Context: an optimization exercise on an open-source flow, tuned for small area. The choices shown serve that exercise and are no tape-out recipe. In this exercise RTL edits were held to simulation tests only and were not proved equivalent to the original. The clock cells of run 2 come from the design's own scripts or RTL, not from TritonCTS. No driver is modelled on the clock port, so clock power and skew are understated where the tree is cut down; a real chip needs a root buffer or a tree. Power and IR drop assume default switching activity.

$ cat design/flow/config.mk
export PLATFORM = sky130hd
export DESIGN_NAME = ep_user_app
export DESIGN_NICKNAME = ep_user_app
export VERILOG_FILES = /design/flow/design.v
export SDC_FILE = /design/flow/constraint.sdc
export NUM_CORES = 4
export LEC_CHECK = 0
export CAP_MARGIN = 10
export CORE_MARGIN = 2
export CORE_UTILIZATION = 65
export CTS_BUF_LIST = sky130_fd_sc_hd__clkbuf_4 sky130_fd_sc_hd__clkbuf_8
export SLEW_MARGIN = 10
$ cat design/flow/constraint.sdc
create_clock -name core_clock -period 5.0 [get_ports {trn_clk_c}]
set_input_delay 1.0000 -clock core_clock [delete_from_list [all_inputs] [get_ports {trn_clk_c}]]
set_output_delay 1.0000 -clock core_clock [all_outputs]
set_load 0.01 [all_outputs]
$ cat design/flow/design.v
`default_nettype none
package ep_reg_pkg;
  typedef logic [16-1:0] reg_addr_t;
  typedef logic [32-1:0] reg_data_t;
  typedef struct packed {
    reg_addr_t addr;
    logic      wren;      
    reg_data_t wr_data;   
  } reg_req_t;
endpackage
`default_nettype wire
`default_nettype none
package ep_dma_pkg;
  typedef logic [64-1:0] dma_word_t;
  typedef logic [$clog2(16):0] tx_level_t;
endpackage
`default_nettype wire
`timescale 1ns/1ns
`default_nettype none
module ep_user_app (
  input  wire logic                  trn_clk_c,
  input  wire logic                  rst_n,
  input  wire logic                  link_up_n,
  input  wire logic                  req,
  input  wire logic [48:0]           reg_req,    
  output logic                       ack,
  output logic [31:0]                rd_data,
  output logic                       tx_valid,
  output logic [63:0]                tx_data,
  input  wire logic                  tx_ready
);
  logic        clr;
  logic [15:0] addr;
  logic        wren;
  logic [31:0] wr_data;
  assign clr     = !rst_n || link_up_n;
  assign addr    = reg_req[48:33];
  assign wren    = reg_req[32];
  assign wr_data = reg_req[31:0];
  logic [1:0] st;
  logic       cmd_valid;
  always_ff @(posedge trn_clk_c) begin
    if (clr) begin
      st <= 2'b00;
    end else begin
      st[0] <= !st[1] && (st[0] || req);
      st[1] <= st[0] || (st[1] && req);
    end
  end
  assign cmd_valid = st[0] && !st[1];
  assign ack       = st[1] && !st[0];
  logic        ctrl_en;
  logic [31:0] scratch;
  logic        hit_ctrl, hit_scr, hit_lo, hit_hi, hit_id;
  logic        sel_scr, sel_id, rd_one;    
  assign hit_ctrl = (addr == 16'h0000);
  assign hit_scr  = (addr == 16'h0001);
  assign hit_lo   = (addr == 16'h0002);
  assign hit_hi   = (addr == 16'h0003);
  assign hit_id   = (addr == 16'h0220);
  logic [31:0] wd;
  assign wd = clr ? 32'b0 : wr_data;
  logic [31:0] scratch_n;
  always_ff @(posedge trn_clk_c) begin
    if (clr || (cmd_valid && wren && hit_ctrl)) ctrl_en <= wd[0];
    if (clr || (cmd_valid && wren && hit_scr))  scratch_n <= ~wd;
  end
  assign scratch = ~scratch_n;
  always_ff @(posedge trn_clk_c) begin
    if (cmd_valid) begin
      sel_scr <= !wren && hit_scr;
      sel_id  <= !wren && hit_id;
      rd_one  <= !wren && hit_ctrl && ctrl_en;
    end
  end
  assign rd_data = ({32{sel_scr}} & scratch)
                 | ({32{sel_id}} & 32'h8888_7777)
                 | {31'b0, rd_one};
  logic [63:0] head;
  logic [3:0]  level;
  logic        push;
  logic [1:0]  pat_load;
  logic        go, pop;
  logic [3:0]  addend;
  logic [63:0] sum;
  assign pat_load[0] = cmd_valid && wren && hit_lo;
  assign pat_load[1] = cmd_valid && wren && hit_hi;
  assign tx_valid = (level != 4'd0);
  assign pop      = tx_valid && tx_ready;
  assign go       = ctrl_en && !(level >= 4'(16 - 2));
  assign addend = (pat_load != 2'b00) ? (level + {3'b0, push}) : {3'b0, pop};
  logic [4:0]  lo_sum;
  logic [14:0] grp_ones;                  
  logic [15:0] below_ones;                
  logic [59:0] run_ones;                  
  assign lo_sum = {1'b0, head[3:0]} + {1'b0, addend};
  always_comb begin
    below_ones[0] = 1'b1;
    for (int k = 0; k < 15; k++) begin
      grp_ones[k]       = &head[4*k+4 +: 4];
      below_ones[k + 1] = below_ones[k] & grp_ones[k];
    end
    for (int k = 0; k < 15; k++) begin
      run_ones[4*k]     = below_ones[k];
      run_ones[4*k + 1] = below_ones[k] & head[4*k+4];
      run_ones[4*k + 2] = below_ones[k] & (&head[4*k+4 +: 2]);
      run_ones[4*k + 3] = below_ones[k] & (&head[4*k+4 +: 3]);
    end
  end
  assign sum = {head[63:4] ^ ({60{lo_sum[4]}} & run_ones), lo_sum[3:0]};
  always_ff @(posedge trn_clk_c) begin
    head[31:0]  <= (clr || pat_load[0]) ? wd : sum[31:0];
    head[63:32] <= (clr || pat_load[1]) ? wd : sum[63:32];
    if (clr) begin
      level <= '0;
      push  <= 1'b0;
    end else begin
      if (pat_load != 2'b00) begin
        level <= '0;
        push  <= 1'b0;
      end else begin
        level <= level + {3'b0, push} - {3'b0, pop};
        push  <= go;
      end
    end
  end
  assign tx_data = head;
endmodule
`default_nettype wire
$ cat design/flow/flow/run.sh
#!/bin/bash
# ORFS layout through the standard.sh, with these changes:
#  - synthesis: no Kogge-Stone carry map, no full/half-adder cell map, and an
#    area-leaning ABC script (flow/abc_area.script); registers are unchanged
#  - port buffers use the smallest buffer cell
#  - a one-level clock tree of four buffers (flow/pre_cts.tcl) in place of
#    TritonCTS
set -euo pipefail
W=$(pwd)
export MY_ABC_SCRIPT=$W/flow/abc_area.script
export BUFFER_PORTS_ARGS="-buffer_cell sky130_fd_sc_hd__buf_1"
bash standard.sh \
  "SYNTH_SCRIPT=$W/flow/synth.tcl" \
  "SYNTH_OPERATIONS_ARGS=-nofsm" \
  "ADDER_MAP_FILE=" \
  "BUFFER_PORTS_ARGS=$BUFFER_PORTS_ARGS" \
  "PRE_CTS_TCL=$W/flow/pre_cts.tcl" \
  finish > standard_flow.log 2>&1
$ cat design/flow/flow/abc_area.script
strash
&get -n
&st
&syn3
&dch -f
&nf -a -R 2000 -E 1000
&put
topo
$ cat design/flow/flow/pre_cts.tcl
# Sourced by ORFS's cts.tcl before clock tree synthesis (PRE_CTS_TCL).
# Builds a one-level clock tree: the flip-flops are split into four clusters
# by position (k-means), each driven by one clock buffer placed at its
# centre, and the four buffers are driven by the clock port. TritonCTS's
# H-tree for this design has a root and eight leaf buffers.
proc manual_cts {K cell} {
  set block [ord::get_db_block]
  set pins {}
  foreach inst [get_cells *] {
    if {[string match *dfxtp* [get_property $inst ref_name]]} {
      foreach p [get_pins -of_objects $inst] {
        if {[get_property $p lib_pin_name] eq "CLK"} {
          set o [sta::sta_to_db_inst $inst]
          set bb [$o getBBox]
          lappend pins [list $p [expr {([$bb xMin] + [$bb xMax]) / 2.0}] [expr {([$bb yMin] + [$bb yMax]) / 2.0}]]
        }
      }
    }
  }
  # init centers spread along x
  set sorted [lsort -real -index 1 $pins]
  set n [llength $sorted]
  set cs {}
  for {set k 0} {$k < $K} {incr k} {
    set e [lindex $sorted [expr {int(($k + 0.5) * $n / $K)}]]
    lappend cs [list [lindex $e 1] [lindex $e 2]]
  }
  for {set it 0} {$it < 30} {incr it} {
    set groups {}
    for {set k 0} {$k < $K} {incr k} { lappend groups {} }
    foreach e $pins {
      set best 0; set bd 1e30
      for {set k 0} {$k < $K} {incr k} {
        set c [lindex $cs $k]
        set d [expr {abs([lindex $e 1] - [lindex $c 0]) + abs([lindex $e 2] - [lindex $c 1])}]
        if {$d < $bd} { set bd $d; set best $k }
      }
      lset groups $best [concat [lindex $groups $best] [list $e]]
    }
    set cs {}
    foreach g $groups {
      set sx 0; set sy 0
      foreach e $g { set sx [expr {$sx + [lindex $e 1]}]; set sy [expr {$sy + [lindex $e 2]}] }
      set m [llength $g]
      if {$m == 0} { set m 1 }
      lappend cs [list [expr {$sx / $m}] [expr {$sy / $m}]]
    }
  }
  set dbu [$block getDbUnitsPerMicron]
  for {set k 0} {$k < $K} {incr k} {
    set g [lindex $groups $k]
    set lp {}
    foreach e $g { lappend lp [lindex $e 0] }
    set c [lindex $cs $k]
    puts "cluster $k: [llength $lp] sinks at [expr {[lindex $c 0] / $dbu}] [expr {[lindex $c 1] / $dbu}]"
    insert_buffer -buffer_cell $cell -net trn_clk_c -load_pins $lp \
      -location [list [expr {[lindex $c 0] / $dbu}] [expr {[lindex $c 1] / $dbu}]] \
      -buffer_name clkbuf_m$k -net_name clknet_m$k
  }
}

manual_cts 4 sky130_fd_sc_hd__clkbuf_16
foreach k {0 1 2 3} {
  [[ord::get_db_block] findNet clknet_m$k] setSigType CLOCK
}
[[ord::get_db_block] findNet trn_clk_c] setSigType CLOCK

# The tree is built; make the flow's clock_tree_synthesis call a no-op.
rename clock_tree_synthesis my_tritoncts_unused
proc clock_tree_synthesis {args} {
  puts "clock tree built by flow/pre_cts.tcl"
  set_propagated_clock [all_clocks]
}
$ cat design/flow/flow/synth.tcl
proc synth {args} { yosys synth -nofsm -noshare {*}$args }
proc abc {args} {
  set i [lsearch -exact $args -script]
  if {$i >= 0 && [info exists ::env(MY_ABC_SCRIPT)] && $::env(MY_ABC_SCRIPT) ne ""} {
    set args [lreplace $args [expr {$i + 1}] [expr {$i + 1}] $::env(MY_ABC_SCRIPT)]
  }
  yosys abc {*}$args
}
source $::env(SCRIPTS_DIR)/synth.tcl
# left out here: clear keep_hierarchy, flatten, clean up, hide names made inside functions, write 1_2_yosys.v
$ cat design/flow/standard.sh
#!/bin/bash
# synth_recipe.tcl (not shown) runs the flow's synth.tcl, then flattens the netlist and writes it again
# the make line also repeats each setting of config.mk as NAME=value (left out here)
make -C /OpenROAD-flow-scripts/flow DESIGN_CONFIG=/design/flow/config.mk WORK_HOME=/design/flow/orfs CLKGATE_MAP_FILE= SYNTH_SCRIPT=/design/flow/synth_recipe.tcl "${@:-finish}"
==> results of run 1 <==
## metrics by stage
| step | setup WS (ns) | area (um^2) | power (W) | utilization | hold WS [ns] |
|---|---|---|---|---|---|
| 2_1_floorplan | 0.0629 | 4650 | 0.00108 | - | 0.422 |
| 3_5_place_dp | -0.111 | 5460 | 0.00116 | 0.794 | 0.443 |
| 3_3_place_gp | 0.104 | 5460 | 0.00115 | 0.794 | 0.429 |
## power by group through the flow
stage / clock [W] / sequential [W] / combinational, W
after floorplan: 0 / 0.00100 / 0.0000788
after global placement: 0 / 0.000998 / 0.000154
after detailed placement: 0 / 0.00100 / 0.000159
## how the worst max path moves through the flow
stage	from	endpoint	slack, ns	cells after the start
floorplan	reg_req[37]	head[62]	0.06	22
global placement	reg_req[46]	head[63]	0.10	23
detailed placement	reg_req[37]	head[63]	-0.11	23
## logic make-up after synthesis
family / share of synthesized area
and+or+nand+nor: 0.239
AOI/OAI and AO/OA: 0.157
DFF: 0.539
xor gates and xnor gates: 0.0547
buffers and inverters: 0.00242
muxes: 0.00431
adders and majority gates: 0.00431
==> run_results.csv, run 1 <==
group,metric,value,unit
run_status,status,"did not finish",
run_status,failed_stage,"clock tree synthesis (4_1_cts)",
run_status,stop_error,"Error: cts.tcl, 6 invalid command name \"NULL\"",
synthesis,synth-seq-area-share,0.539,
synthesis,synth_nets,547,
synthesis,async_flop_share,0,
floorplan,pin_count,152,
floorplan,fp.dieH,88.6,um
floorplan,start_util,0.677,
placed_design,place_hpwl,8.65,mm
synthesis,yosysTopAreaCell,"dfxtp_1",
synthesis,synth_top_area_frac,0.306,
synthesis,synth_cells,493,
synthesis,ys.flop_type,"dfxtp_1",
placed_design,gp_congestion,0.871,
synthesis,synth_common_cells,"dfxtp_1 (71), nand2_1 (71), nor2_1 (50)",
synthesis,ys_types,34,
synthesis,synth_edf_count,36,
synthesis,synth-seq-cells,107,
floorplan,fp.dieW,88.6,um
synthesis,synth_area_per_cell,9.43,um^2
placed_design,port_buffers,151,
synthesis,yosysWarnings,1,
synthesis,post_synth_main_area_contributors,"dfxtp_1 (31%), edfxtp_1 (23%), nand2_1 (5.7%)",
floorplan,rows,30,
synthesis,netlist_area,4650,um^2
placed_design,dp_cells,753,
==> run 2, diff against run 1 <==
--- a/design/flow/flow/pre_cts.tcl
+++ b/design/flow/flow/pre_cts.tcl
@@ -62,6 +62,5 @@
 manual_cts 4 sky130_fd_sc_hd__clkbuf_16
-foreach k {0 1 2 3} {
-  [[ord::get_db_block] findNet clknet_m$k] setSigType CLOCK
+foreach net [get_nets -of_objects [get_pins -of_objects [get_cells clkbuf_m*]]] {
+  [sta::sta_to_db_net $net] setSigType CLOCK
 }
-[[ord::get_db_block] findNet trn_clk_c] setSigType CLOCK
 
==> run 2 against run 1 <==
Area after synthesis is the same. Now clean on timing, DRC and antenna. Synthesized cell count is the same.
==> run_results.csv, run 2 <==
group,metric,value,unit
run_status,status,"no timing/DRC/antenna violations",
floorplan,start_util,0.677,
synthesis,netlist_area,4650,um^2
clock_network,hold_buffers,0,
detailed_routing,drtIter0Drc,248,
cells_and_area,reg_top3,"head (64), scratch_n (32), level (4)",
cells_and_area,drive_gt1_frac,0.0453,
worst_setup_path,startpoint_type,"input pin",
floorplan,die_area,7840,um^2
worst_setup_path,cp_slowest_stage_delay,0.37,ns
sta,finalSetupViolCount,0,
detailed_routing,routed_wl,12.3,mm
sta,slew_headroom,0.239,
synthesis,async_flop_share,0,
global_route,grt_use_total,0.298,
worst_setup_path,worstRegToRegCells,19,
cells_and_area,final_cell_mix,"buf_1 (151), dfxtp_1 (71), nand2_1 (69), nor2_1 (49), o21ai_0 (44)",
global_route,grt_max_degree,33,
floorplan,rows,30,
synthesis,synth_cells,493,
floorplan,fp.dieW,88.6,um
worst_setup_path,critPathBufInv,2,
sta,finalHoldWorstSlack,0.473,ns
power_and_ir_drop,peakVddDrop,0.000250,V
synthesis,synth_top_area_frac,0.306,
cells_and_area,fin_nets,718,
placed_design,place_hpwl,8.65,mm
worst_setup_path,path_class,"input pin to register",
worst_setup_path,crit_fanout,5,
synthesis,yosysTopAreaCell,"dfxtp_1",
worst_setup_path,rr_startpoint,"st[0]",
worst_setup_path,cp-end-kind,"register",
synthesis,yosysWarnings,1,
sta,final-max-slew-violation-count,0,
worst_setup_path,crit_arrival,4.79,ns
power_and_ir_drop,power.leakage,1.89,nW
sta,worst_pin_slew,1.14,ns
sta,finalCriticalPeriod,4.74,ns
placed_design,port_buffers,151,
worst_setup_path,cp.required,5.05,ns
synthesis,post_synth_main_area_contributors,"dfxtp_1 (31%), edfxtp_1 (23%), nand2_1 (5.7%)",
worst_setup_path,crit_end,"head[60]",
placed_design,gp_congestion,0.871,
cells_and_area,area_delta_synth_final,20.7,%
cells_and_area,largest_reg_flops,64,
cells_and_area,final_cells,758,
global_route,grt_antenna_before_repair,0,
worst_setup_path,r2r_slack,1.14,ns
worst_setup_path,critPathLaunch,"reg_req[37]",
synthesis,synth_common_cells,"dfxtp_1 (71), nand2_1 (71), nor2_1 (50)",
worst_setup_path,cpMostUsedCell,"nand2_1",
floorplan,fp.dieH,88.6,um
synthesis,ys_types,34,
synthesis,synth-seq-cells,107,
job,max_cap_viol_count,0,
synthesis,synth-seq-area-share,0.539,
floorplan,pin_count,152,
global_route,grt_pass1_vias,4023,
detailed_routing,via_per_inst,5.91,
worst_setup_path,cp.depth,23,
detailed_routing,vias,4480,
cells_and_area,top_register,"head",
synthesis,synth_area_per_cell,9.43,um^2
sta,max_freq,0.211,GHz
placed_design,dp_cells,753,
synthesis,ys.flop_type,"dfxtp_1",
synthesis,synth_nets,547,
synthesis,synth_edf_count,36,
floorplan,core_area,6870,um^2
sta,hold_viol_final,0,
power_and_ir_drop,powerDensity,267,nW/um^2
worst_setup_path,path_cells,"buf_1, nor4_1, nand2_1, nor3_1, nand2_1, nor3_4, nand3_4, mux2i_2, nand2_2, o21ai_2, maj3_1, maj3_2, and3_2, and4_1, nand2_1, nor2_1, and2_0, nand2_2, nor2_4, buf_4, or2_0, nand3_1, o21ai_0",
worst_setup_path,cp_top_family,"simple AND/OR/NAND/NOR gates",
cells_and_area,antennaDiodeCount,0,
detailed_routing,route.detailed.drc,0,
cells_and_area,final_common_cell,"buf_1",
detailed_routing,post_drt_wl_per_cell,16.3,um
clock_network,clk_pin_slew,0.11,ns
detailed_routing,ant_nets,0,
worst_setup_path,reg2reg_to,"head[60]",
detailed_routing,dr.pass1.iters,5,
clock_network,worstSkewPairLatency,0.17,ns
hold_path,worstHoldPathType,"register to register",
global_route,grt_pass1_wl,18.8,mm
sta,clock_skew,0.0169,ns
global_route,gr-total-overflow,0,
sta,finalCritPeriodShare,0.948,
worst_setup_path,crit_slowest_cell,"maj3_1",
run 2: cell type report, clock buffers not listed:
cell class                 count  area, um^2
fill                         480        1260
inverter                       3        11.3
multi-input combinational    383        2200
sequential                   107        2500
tap                           96         120
timing repair buffer         165         672
run 2: cell families after synthesis:
logic type,synth area share
simple gates,0.239
compound gates,0.157
flops,0.539
xor+xnor,0.0547
buf+inv,0.00242
mux,0.00431
fa+ha+maj,0.00431
run 2: how the worst min path moves through the flow:
stage,from,end,slack (ns),cells past startpoint
4_1_cts,st[1],st[0],0.47,1
2_1_floorplan,st[1],st[0],0.42,1
3_3_place_gp,st[1],st[0],0.43,1
6_report,st[1],st[0],0.47,1
5_1_grt,st[1],st[0],0.50,1
3_5_place_dp,st[1],st[0],0.44,1
run 2: power by group:
| group | switching, W | internal, W | total (W) |
|---|---|---|---|
| combinational | 0.000104 | 0.0000581 | 0.000162 |
| sequential | 0.0000364 | 0.000946 | 0.000982 |
| clock | 0.000209 | 0.000148 | 0.000356 |
| total | 0.000349 | 0.00115 | 0.00150 |
run 2: layer usage:
metal | vias up | part of all wire | global-route usage
li1 | 2157 | - | -
met1 | 2103 | 0.42 | 0.400
met2 | 193 | 0.49 | 0.521
met3 | 27 | 0.073 | 0.0280
met4 | 0 | 0.023 | 0.0758
met5 | - | 0 | 0
run 2: timing repair:
item                       4_1_cts  5_1_grt
setup buffers                    0        1
gates resized for setup          0       12
setup endpoints to repair        0        9
run 2: stage by stage:
step | setup TNS (ns) | util | setup slack [ns] | power [W] | instance area (um^2)
floorplan | 0 | - | 0.0629 | 0.00108 | 4650
global placement | 0 | 0.794 | 0.104 | 0.00115 | 5460
detailed placement | -0.344 | 0.794 | -0.111 | 0.00116 | 5460
CTS | 0 | 0.809 | 0.0632 | 0.00149 | 5560
global route | -0.00904 | 0.817 | -0.00468 | 0.00155 | 5610
finish | 0 | 0.817 | 0.260 | 0.00150 | 5610

## static timing again, ports no longer ideal
Ports are ideal in the flow. The routed layout listed here was re-timed in OpenROAD. Step 1 sets driving cells, clkbuf_16 on the clock port and buf_2 on the other inputs (assumed; they add their load-dependent delay and slew). Step 2 moves the port delays by t, midway between the first and last clock arrival at a register: inputs arrive t later, outputs are due t later. That takes back most of the time a late clock gives input paths. Three values: ideal, step 1, step 2; two values: the first two.
run: run 2
shift t [ns]: 0.240
slack for setup (ns): 0.260 / 0.317 / 0.076
worst setup path after step 2: input to register
worst register clock-pin slew, ns: 0.11 / 0.11
After both steps run 2 still meets setup and hold. The setup slack of run 2 moves by +0.057 ns with the drivers and by -0.184 ns with both steps.
